Source: an optimization exercise on an open RTL-to-GDS flow (aim: small area). Production flows keep margins and buffers that such runs may drop.
Only simulation tests tie the RTL to the original design; equivalence was not proved.

## the previous run
## fpu_lanes
module fpu_lanes (
  input  logic         clk,
  input  logic         rst,
  input  logic [145:0] issue0,
  input  logic [145:0] issue1,
  input  logic [127:0] ext_bus,    
  input  logic [2:0]   fpcsr,
  output logic [70:0]  res0,
  output logic [73:0]  res1
);
==> module fp_compare_unit, before the edit <==
module fp_compare_unit (
  input  logic [31:0] a,
  input  logic [31:0] b,
  input  logic        signal_cmp,
  output logic [1:0]  ord,
  output logic        daz_eq,
  output logic        invalid,
  output logic        den        
);
  logic a_e0, b_e0, a_e1, b_e1, a_m0, b_m0;
  logic a_nan, b_nan, nan, both_zero;
  logic mag_eq, mag_lt;
  assign a_e0  = (a[30:23] == 8'h00);
  assign b_e0  = (b[30:23] == 8'h00);
  assign a_e1  = (a[30:23] == 8'hff);
  assign b_e1  = (b[30:23] == 8'hff);
  assign a_m0  = (a[22:0] == 23'd0);
  assign b_m0  = (b[22:0] == 23'd0);
  assign a_nan = a_e1 & ~a_m0;
  assign b_nan = b_e1 & ~b_m0;
  assign nan   = a_nan | b_nan;
  assign both_zero = a_e0 & a_m0 & b_e0 & b_m0;
  assign mag_eq = (a[30:0] == b[30:0]);
  assign mag_lt = (a[30:0] <  b[30:0]);
  always_comb begin
    if (nan)                     ord = 2'd3;
    else if (both_zero)          ord = 2'd1;
    else if (a[31] != b[31])     ord = a[31] ? 2'd0 : 2'd2;
    else if (mag_eq)             ord = 2'd1;
    else if (mag_lt ^ a[31])     ord = 2'd0;
    else                         ord = 2'd2;
  end
  assign daz_eq  = a_e0 & b_e0 & ~(a_m0 & b_m0);
  assign invalid = (a_nan & ~a[22]) | (b_nan & ~b[22]) | (signal_cmp & nan);
  assign den     = (a_e0 & ~a_m0) | (b_e0 & ~b_m0);
endmodule
clock: 5.5 ns
lec_check: 0
cap_margin: 20
core_margin: 2
core_utilization: 30
cts_buf_list: sky130_fd_sc_hd__clkbuf_16
cts_cluster_diameter: 100
cts_cluster_size: 20
place_density: 0.45
slew_margin: 20
synth_hierarchical: 1
standard.sh (not shown) runs the stock make flow with config.mk's settings and CLKGATE_MAP_FILE= SYNTH_SCRIPT=/design/flow/synth_recipe.tcl, a recipe that flattens the netlist after the stock synthesis.
==> flow/flow/run.sh <==
#!/bin/bash
# The standard layout (standard.sh, ORFS from synthesis to the final layout) with
# three changes to how cells are added around the design's own logic:
#  - port buffers use the smallest buffer cell (sky130_fd_sc_hd__buf_1)
#  - the tie cells from synthesis are not copied once per load
#  - clock tree: clkbuf_16 only, sink clusters of up to 20 within 100 um, no dummy loads
set -euo pipefail
export BUFFER_PORTS_ARGS="-buffer_cell sky130_fd_sc_hd__buf_1"
export SKIP_REPAIR_TIE_FANOUT=1
export CTS_ARGS="-sink_clustering_enable -repair_clock_nets -dont_use_dummy_load -buf_list sky130_fd_sc_hd__clkbuf_16 -sink_clustering_size 20 -sink_clustering_max_diameter 100"
bash standard.sh > standard.log 2>&1
The previous run: done, clean on timing, DRC and antenna
#### Input delta (the current run over the previous run)
diff --git a/flow/design.v b/flow/design.v
--- a/flow/design.v
+++ b/flow/design.v
@@ -165,6 +165,13 @@
   assign nan   = a_nan | b_nan;
   assign both_zero = a_e0 & a_m0 & b_e0 & b_m0;
-  assign mag_eq = (a[30:0] == b[30:0]);
-  assign mag_lt = (a[30:0] <  b[30:0]);
+  logic [30:0] diff;
+  assign diff   = a[30:0] ^ b[30:0];
+  assign mag_eq = ~|diff;
+  always_comb begin
+    mag_lt = 1'b0;
+    for (int i = 0; i < 31; i++) begin
+      if (diff[i]) mag_lt = b[i];
+    end
+  end
   always_comb begin
     if (nan)                     ord = 2'd3;
- When the current run is set beside the previous run, its number of logic stages on the critical path including buffering turns out to be 1 smaller.
- In the metrics for the current run and the previous run, the one carrying the lower maximum VDD drop is the previous run.
- Between the current run and the previous run, it is the current run whose count of different cell masters after synthesis is higher, by 6.
- Between the current run and the previous run, the cell count figures differ only marginally.
- Looking at setup slack, the current run sits 110 ps above the previous run.
- The run showing the smaller final antenna diode count is the previous run.
- Tightest hold margin was higher in the run labelled the current run.
- Compound-cell area share of the yosys netlist for the current run: 0.88 points up relative to the previous run
- Area of placed instances was higher in the previous run than in the current run.
- STATUS routed wire length: the current run wins against the previous run

==> re-timing with driven ports <==
Ports are ideal in the flow. The routed layouts listed here were re-timed in OpenROAD.
Step 1, drivers: a clkbuf_16 drives clk and a buf_2 each remaining input, both assumed.
Step 2, shift: input delay + t, output delay - t, t = (earliest + latest rising clock arrival at the registers) / 2. This alone moves slack from input paths to output paths.
Three values: no drivers, after step 1, after step 2; two values: the first two.
| run | t, ns | setup slack, ns | clock arrival spread, ns | worst slew at a driven data input, ns |
|---|---|---|---|---|
| the previous run | 0.618 | 1.382 / 1.406 / 0.788 | 0.053 / 0.052 | 0.09 |
| the current run | 0.613 | 1.489 / 1.517 / 0.904 | 0.050 / 0.049 | 0.10 |
After both steps setup and hold are still met in every run listed. For the previous run, which loses most, drivers alone change the setup slack by +0.024 ns; drivers and shift together by -0.594 ns.
